What follows belongs to an exercise in optimizing a design on an open flow for small area, a short achievable clock period and few clock cycles per item; a production flow would make more cautious choices.
Function was checked by simulation only, so behaviour that the tests miss may differ from the original.
No activity file was given, so power comes from the tool's default toggle rates.

## flow/design.v (module list and top-level ports; edited modules follow where they fit)
// module lpit_cell: 22 lines
// module lpit_residues: 390 lines
// module linear_probe_id_table: 1096 lines
module linear_probe_id_table
#(
  parameter int unsigned TABLE_DEPTH = lpit_pkg::DEF_TABLE_DEPTH
) (
  input  logic              clk,
  input  logic              rst_n,
  input  logic              in_valid,
  output logic              in_stall,
  input  logic [1:0]        in_req_type,
  input  logic [lpit_pkg::ID_W-1:0]   in_identifier,
  output logic              out_valid,
  input  logic              out_stall,
  output logic              out_status,
  output logic [lpit_pkg::SLOT_W-1:0] out_slot,
  output logic [lpit_pkg::ID_W-1:0]   out_uuid,
  output logic              out_was_present,
  input  logic              psel,
  input  logic              penable,
  input  logic              pwrite,
  input  logic [lpit_pkg::ADDR_W-1:0] paddr,
  input  logic [lpit_pkg::DATA_W-1:0] pwdata,
  output logic [lpit_pkg::DATA_W-1:0] prdata,
  output logic              pready
);
  // ...
==> flow/run.sh <==
#!/bin/bash
# synth_recipe.tcl (not shown) runs the flow's synth.tcl, then flattens the netlist and writes it again
# the make line also repeats each setting of config.mk as NAME=value (left out here)
make -C /OpenROAD-flow-scripts/flow DESIGN_CONFIG=/design/flow/config.mk WORK_HOME=/design/flow/orfs CLKGATE_MAP_FILE= SYNTH_SCRIPT=/design/flow/synth_recipe.tcl finish
==> flow/config.mk <==
export PLATFORM = sky130hd
export DESIGN_NAME = linear_probe_id_table
export DESIGN_NICKNAME = linear_probe_id_table
export VERILOG_FILES = /design/flow/design.v
export SDC_FILE = /design/flow/constraint.sdc
export NUM_CORES = 4
export LEC_CHECK = 0
export CAP_MARGIN = 20
export CORE_MARGIN = 2
export CORE_UTILIZATION = 50
export SETUP_SLACK_MARGIN = 2.5
export SLEW_MARGIN = 20
==> flow/constraint.sdc <==
create_clock -name core_clock -period 6.0 [get_ports {clk}]
set_input_delay 1.2000 -clock core_clock [delete_from_list [all_inputs] [get_ports {clk}]]
set_output_delay 1.2000 -clock core_clock [all_outputs]
set_load 0.01 [all_outputs]
==> results.yml, run 1 <==
layout:
  reg_top3: "g_slot.u_cell.id_r: 2048 flops, sid: 288 flops, cs1: 88 flops"
  register_area_sq_um: 83900
  dominant-cell-class: "registers"
  multi_input_area_share_pct: 31.7
  nonClkBufAreaFrac_pct: 4.91
  regMostFlops: "g_slot.u_cell.id_r"
logic_synthesis:
  synth_top_family_by_area: "XOR/XNOR gates"
  seq_area_frac_synth_pct: 61.8
  synth-edff-count: 2367
  synth_area_leader_cell: "edfxtp_1"
  synthFlopType: "edfxtp_1"
  async_flop_share_pct: 0
sta:
  layout_worst_path_cycle_share_pct: 60.3
min_path:
  min_from: "sid[6][2]$_DFF_P_"
cts:
  clock-root-buffer: "clkbuf_16"
  ctsHoldBuffers: 0
die:
  die_area_sq_um: 275000
  die_x_um: 525
status:
  status: "finished clean"
routing:
  wl_per_cell_um: 40.1
  dr.pass1.iters: 8
  met1_length_um: 225000
  drt_iter0_drc: 17200
  drt-total-wl_um: 597000
  wl_met2_um: 247000
pwr:
  power.group.top: "sequential cells"
global_route:
  use_met1_pct: 57.1
  busiest_layer: "met2"
worst_setup_path:
  path_cells: "buf_8 -> buf_16 -> xor2_1 -> nor4_2 -> nand4_1 -> o221ai_2 -> o221ai_1 -> buf_4 -> a211o_1 -> a21oi_2"
  r2r_end: "tm_hi[51]$_DFFE_PN_"
  worstSetupPathType: "reg2reg"
  r2r_cells: 10
  cp_num_buf_inv: 3
place:
  detailedPlace.worstSlack_ns: 1.66
Testbench counts, summed over its fixed seeds: cycles 7,408, items 7,200.
==> run 2, diff against run 1 <==
--- a/flow/design.v
+++ b/flow/design.v
@@ -1401,46 +1401,49 @@
   logic [IW-1:0] k_key;
   assign home    = s8_rem;
   assign k_next  = (sreq[K] == lpit_pkg::REQ_NEXT_UUID);
   assign lo_diff = sub6(sid[K][5:0], home);
   assign id_hi   = sid[K][IW-1:6];
   assign hi_dec  = dec26(id_hi);
   assign k_key = k_next ? {lo_diff[6] ? hi_dec : id_hi, lo_diff[5:0]} : sid[K];
   logic          pv, p_alloc, p_release, p_next, p_free_ok;
+  logic          p_same_t, p_same_r;    
+  logic [IW-1:0] tkey, rkey;
   logic [IW-1:0] pkey;
   logic [5:0]    pstart;
   always_ff @(posedge clk) begin
     if (!rst_n) pv <= 1'b0;
     else if (!hold) pv <= adv & sv[K];
   end
   always_ff @(posedge clk) begin
     if (!hold) begin
       p_alloc   <= (sreq[K] == lpit_pkg::REQ_ALLOC);
       p_release <= (sreq[K] == lpit_pkg::REQ_RELEASE);
       p_next    <= k_next;
       p_free_ok <= (sreq[K] == lpit_pkg::REQ_ALLOC) | k_next;
       pkey      <= k_key;
+      p_same_t  <= (k_key == pkey);
+      p_same_r  <= (k_key == tkey);
       pstart    <= k_next ? 6'd0 : home;
     end
   end
   logic          tv, t_alloc, t_release, t_next;
-  logic [IW-1:0] tkey;
   logic [D-1:0]  tm_hi, tm_lo;    
   logic [D-1:0]  in_ring, valid, eq_now, eq_c, m0, m_next, from_start;
   logic [D-1:0]  pick, t_w, r_wr, set_valid, clr_valid;
   logic          same_t, same_r, t_new;
   logic          any_hi, any_lo, any_hit, pres_hi, pres_lo;
   logic [5:0]    slot_hi, slot_lo;
   always_ff @(posedge clk)
     for (int s = 0; s < D; s++) in_ring[s] <= (6'(s) <= m_r);
   always_comb
     for (int s = 0; s < D; s++) from_start[s] = (6'(s) >= pstart);
-  assign same_t = (pkey == tkey);
-  assign same_r = (pkey == rkey);
+  assign same_t = p_same_t;
+  assign same_r = p_same_r;
   assign eq_c   = r_wr & {D{same_r}} | ~r_wr & eq_now;
   assign m0     = in_ring & (valid & eq_c | ~valid & {D{p_free_ok}});
   assign t_new  = t_alloc ? same_t : p_free_ok;
   assign m_next = t_w & {D{t_new}} | ~t_w & m0;
   always_ff @(posedge clk) begin
     if (!rst_n) tv <= 1'b0;
     else if (!hold) tv <= pv;
   end
@@ -1460,17 +1463,16 @@
   assign set_valid = pick & {D{tv & t_alloc & ~hold}};
   assign clr_valid = pick & {D{tv & t_release & ~hold}};
   logic unused_hi;
   assign {unused_hi, pres_hi, slot_hi} = first_info(tm_hi, valid);
   assign {any_lo, pres_lo, slot_lo}    = first_info(tm_lo, valid);
   assign any_hit = any_hi | any_lo;
   logic          rv, rwr, rany, rpres, rnext;
   logic [5:0]    rslot;
-  logic [IW-1:0] rkey;
   always_ff @(posedge clk) begin
     if (!rst_n) begin
       rv  <= 1'b0;
       rwr <= 1'b0;
     end else if (!hold) begin
       rv  <= tv;
       rwr <= tv & t_alloc & any_hit;
     end
==> flow/config.mk (replaced) <==
export PLATFORM = sky130hd
export DESIGN_NAME = linear_probe_id_table
export DESIGN_NICKNAME = linear_probe_id_table
export VERILOG_FILES = /design/flow/design.v
export SDC_FILE = /design/flow/constraint.sdc
export NUM_CORES = 4
export LEC_CHECK = 0
export CAP_MARGIN = 20
export CORE_MARGIN = 2
export CORE_UTILIZATION = 50
export SETUP_SLACK_MARGIN = 3.0
export SLEW_MARGIN = 20
==> run 2 against run 1 <==
Effect of this change:
- still clean
- die area down 0.43%
- design area up 5.2%
- synthesized area down 0.43%
- flip-flop and latch count up 2
- clock power about the same
- count of clock-buffer cells in the layout down 6
- wire length down 4.8%
- critical path depth up 1
==> results.yml, run 2 <==
logic_synthesis:
  muxShareOfSynthArea_pct: 0.883
  synthDistinctLibCells: 103
  yosys.area_share.simple_pct: 9.62
  synth_cells: 10500
  synth.cell_area_sq_um: 135000
  syn_area_per_cell_sq_um: 12.9
  ys_ff_latch: 3007
  synthFlopType: "edfxtp_1"
  yosys-top-cells-count: "2369 x edfxtp_1, 1874 x xor2_1, 638 x dfxtp_1"
  synth-edff-count: 2369
  async_flop_share_pct: 0
  ys_warn_count: 6
  seq_area_frac_synth_pct: 62.2
  synth_xor_area_share_pct: 14.3
  synthAdderAreaFrac_pct: 3.38
  synthTopCellsByArea: "edfxtp_1 53%, xor2_1 12%, dfxtp_1 9.5%"
  synth_top_family_by_area: "XOR/XNOR gates"
  synth_area_leader_cell: "edfxtp_1"
  yosysMostFrequentCell: "edfxtp_1"
  synth_compound_area_share_pct: 7.07
  synth_top_area_share_pct: 52.7
routing:
  drt-total-wl_um: 568000
  vias: 98300
  drc: 0
  dr.pass1.iters: 7
  drt_iter0_drc: 14700
  wl_per_cell_um: 37.3
  routed_via_density: 6.45
  ant_nets: 0
sta:
  fmax_ghz: 0.284
  layout_worst_path_cycle_share_pct: 58.6
  slew_headroom_pct: 7.70
  fin_hold_ws_ns: 0.308
  min_period_ns: 3.52
  setup_viol: 0
  finalHoldViolCount: 0
  setup_tns_ns: 0
  finClkSkew_ns: 0.0587
  rsz0062_at_grt: "yes"
  worstMarginPinSlew_ns: 1.38
  finalMaxSlewViolations: 0
cts:
  cts.sinks: 3007
  clk_latency_ns: 0.93
  clock-root-buffer: "clkbuf_16"
  ctsHoldBuffers: 0
  cts.path.max_buffers: 4
  cts_tree: "built"
  clk_pin_slew_ns: 0.07
  htree_levels: 5
  cts_buffers: 320
die:
  die_area_sq_um: 274000
  initial_core_util_pct: 50.3
  dieHeight_um: 524
  die_x_um: 524
  num_io_pins: 151
  rows: 190
  coreArea_sq_um: 268000
layout:
  regMostFlops: "g_slot.u_cell.id_r"
  fillCellCount: 20600
  nets: 11700
  largest_reg_flops: 2048
  drive_above_1_share_pct: 21.8
  register_area_sq_um: 84000
  area_growth_syn_to_layout_pct: 23.0
  layout_commonest_cell: "edfxtp_1"
  reg_top3: "g_slot.u_cell.id_r: 2048 flops, sid: 288 flops, cs1: 88 flops"
  multiInputGateArea_sq_um: 54100
  most-common-layout-cells: "2369 x edfxtp_1, 1870 x xor2_1, 683 x buf_4, 608 x dfxtp_1, 505 x nor4_1"
worst_setup_path:
  cpPeakStageDelay_ns: 0.56
  cpLargestDelayFamily: "simple AND/OR/NAND/NOR gates"
  crit_fanout: 3
  startpoint: "tm_hi[57]$_DFFE_PN_"
  required_ns: 6.65
  worst_r2r_startpoint: "tm_hi[57]$_DFFE_PN_"
  r2r_end: "tm_hi[59]$_DFFE_PN_"
  path_cells: "or4_4 -> or4b_4 -> buf_12 -> or4_4 -> buf_12 -> nor4_4 -> buf_6 -> a41o_1 -> a21oi_2 -> a21oi_2 -> a31oi_1"
  rrSetupSlack_ns: 2.48
  endpoint_kind: "flop"
  arrival_ns: 4.16
  r2r_cells: 11
  cp_num_buf_inv: 3
  start_kind: "flop"
  worstSetupPathType: "reg2reg"
  cp_slowest_cell: "or4_4"
place:
  hpwl_um: 328000
  io_buffers: 97
  gp_congestion: 0.963
global_route:
  gr-usage-met3_pct: 10.6
  gr-total-overflow: 0
  grt_pass1_wl_um: 763000
  grtUsageMet2_pct: 62.1
  busiest_layer: "met2"
  grt_usage_pct: 40.5
  grt_pass1_vias: 92600
  antenna_found_initial: 51
  use_met1_pct: 53.3
  grt_max_degree: 179
run:
  cap_violations: 0
pwr:
  clkPwrFrac_pct: 24.4
  p_sw_share_pct: 40.8
  p_int_w: 0.0476
  p_switching_w: 0.0328
  vdd_drop_max_mv: 0.523
  p_leak_nw: 58.5
  p_seq_share_pct: 37.0
  powerDensity_nw_per_um2: 484
  p_comb_share_pct: 38.7
min_path:
  holdPathEnd: "sid[6][24]$_DFF_P_"
  hold_class: "reg2reg"
  hold_depth: 0
  min_from: "sid[5][24]$_DFF_P_"
status:
  status: "finished clean"
## run 2: cell count changes after synthesis, moves of 21 or more
cell,delta
xnor2_1,-652
xor2_1,+645
nor4_1,+162
clkbuf_1,+154
buf_2,-150
nand4_1,-134
a21oi_1,+85
nand2_1,-39
or3_1,-28
a311oi_1,-26
a21boi_0,-21
## run 2: layer usage
layer  routed length (um)  vias to the layer above
met1               210000                    50000
met2               251000                     6737
met4                36600                       28
li1                     -                    39900
met5                  769                        -
met3                68900                     1596
## run 2: what timing repair did
item                       in CTS  in global routing
hold endpoints to repair        0                  0
gates resized for setup      1228                459
cloned                         39                  3
setup endpoints to repair    1012                290
pin swaps                     342                276
buffers inserted              440                147
## run 2: cell families (layout without fill, tap and decap cells)
family | Yosys count | count (layout)
multiplexers | 116 | 116
AO/OA/AOI/OAI | 1529 | 1529
XOR/XNOR | 2199 | 2199
buffers and inverters | 894 | 2016
AND/OR/NAND/NOR | 2491 | 2501
flip-flops | 3007 | 3007
other | 2 | 47
adder cells (fa/ha/maj) | 267 | 267
## run 2: worst register-to-register path: stages, from the launching register on
cell and delay (ns):
edfxtp_1 0.44, or4_4 0.56, or4b_4 0.54, buf_12 0.16
or4_4 0.49, buf_12 0.17, nor4_4 0.14, buf_6 0.18
a41o_1 0.28, a21oi_2 0.09, a21oi_2 0.16, a31oi_1 0.05
## run 2: layout make-up
type | count | share of cell area (%)
multi-input cells | 6639 | 32.6
repair inverters | 2 | 0.0105
clock inverters | 163 | 0.882
inverters | 295 | 0.759
flip-flops and latches | 3007 | 50.6
repair buffers | 1136 | 7.22
diodes | 20 | 0.0301
well taps | 3552 | 2.68
clock buffers | 420 | 5.28
## run 2: through the flow
step | worst slack (ns) | util, % | area (sq um) | power (W) | cells
floorplan | 2.45 | - | 136000 | 0.0427 | 10500
global placement | 1.44 | 53.3 | 143000 | 0.0563 | 14000
detailed placement | 1.38 | 53.3 | 143000 | 0.0566 | 14000
CTS | 2.51 | 60.7 | 163000 | 0.0786 | 15100
global route | 2.46 | 61.9 | 166000 | 0.0820 | 15200
finish | 2.48 | 61.9 | 166000 | 0.0804 | 15200
## run 2: power groups by stage
| stage | combinational, W | clock [W] | sequential [W] |
|---|---|---|---|
| floorplan | 0.0130 | 0 | 0.0297 |
| global placement | 0.0260 | 0 | 0.0303 |
| detailed placement | 0.0262 | 0 | 0.0304 |
| CTS | 0.0294 | 0.0197 | 0.0296 |
| global route | 0.0317 | 0.0205 | 0.0298 |
| finish | 0.0311 | 0.0196 | 0.0297 |
## run 2: worst max-delay path by stage
stage	slack (ns)	to	cells past startpoint
floorplan	2.45	tm_lo[18]$_DFFE_PN_	7
global placement	1.44	tm_lo[2]$_DFFE_PN_	8
detailed placement	1.38	tm_lo[2]$_DFFE_PN_	8
CTS	2.51	tm_hi[29]$_DFFE_PN_	10
global route	2.46	tm_hi[59]$_DFFE_PN_	11
finish	2.48	tm_hi[59]$_DFFE_PN_	11
Testbench counts of run 2, summed over its fixed seeds: cycles 7,408, items 7,200.

## afterwards: timing with drivers on the ports
In the flow no input, the clock included, has a driving cell. The finished layouts below were timed again as built, in two steps.
Step 1 sets driving cells, clkbuf_16 on the clock port and buf_2 on the other inputs (assumed; they add their load-dependent delay and slew).
Step 2 adds t to the input delays and takes it off the output delays; t is the mean of the earliest and latest rising clock arrival at the registers after step 1. Input paths then give back, and output paths get back, about the clock's delay inside the block.
Slacks: no drivers / after step 1 / after step 2; pairs: no drivers / after step 1.
run | t (ns) | slack for setup (ns) | worst slew at a driven data input, ns
run 1 | 1.018 | 2.379 / 2.379 / 1.888 | 0.06
run 2 | 1.006 | 2.484 / 2.484 / 1.831 | 0.13
After both steps every run listed still meets setup and hold. For run 2, which loses most, drivers alone change the setup slack by 0.000 ns; drivers and shift together by -0.653 ns.
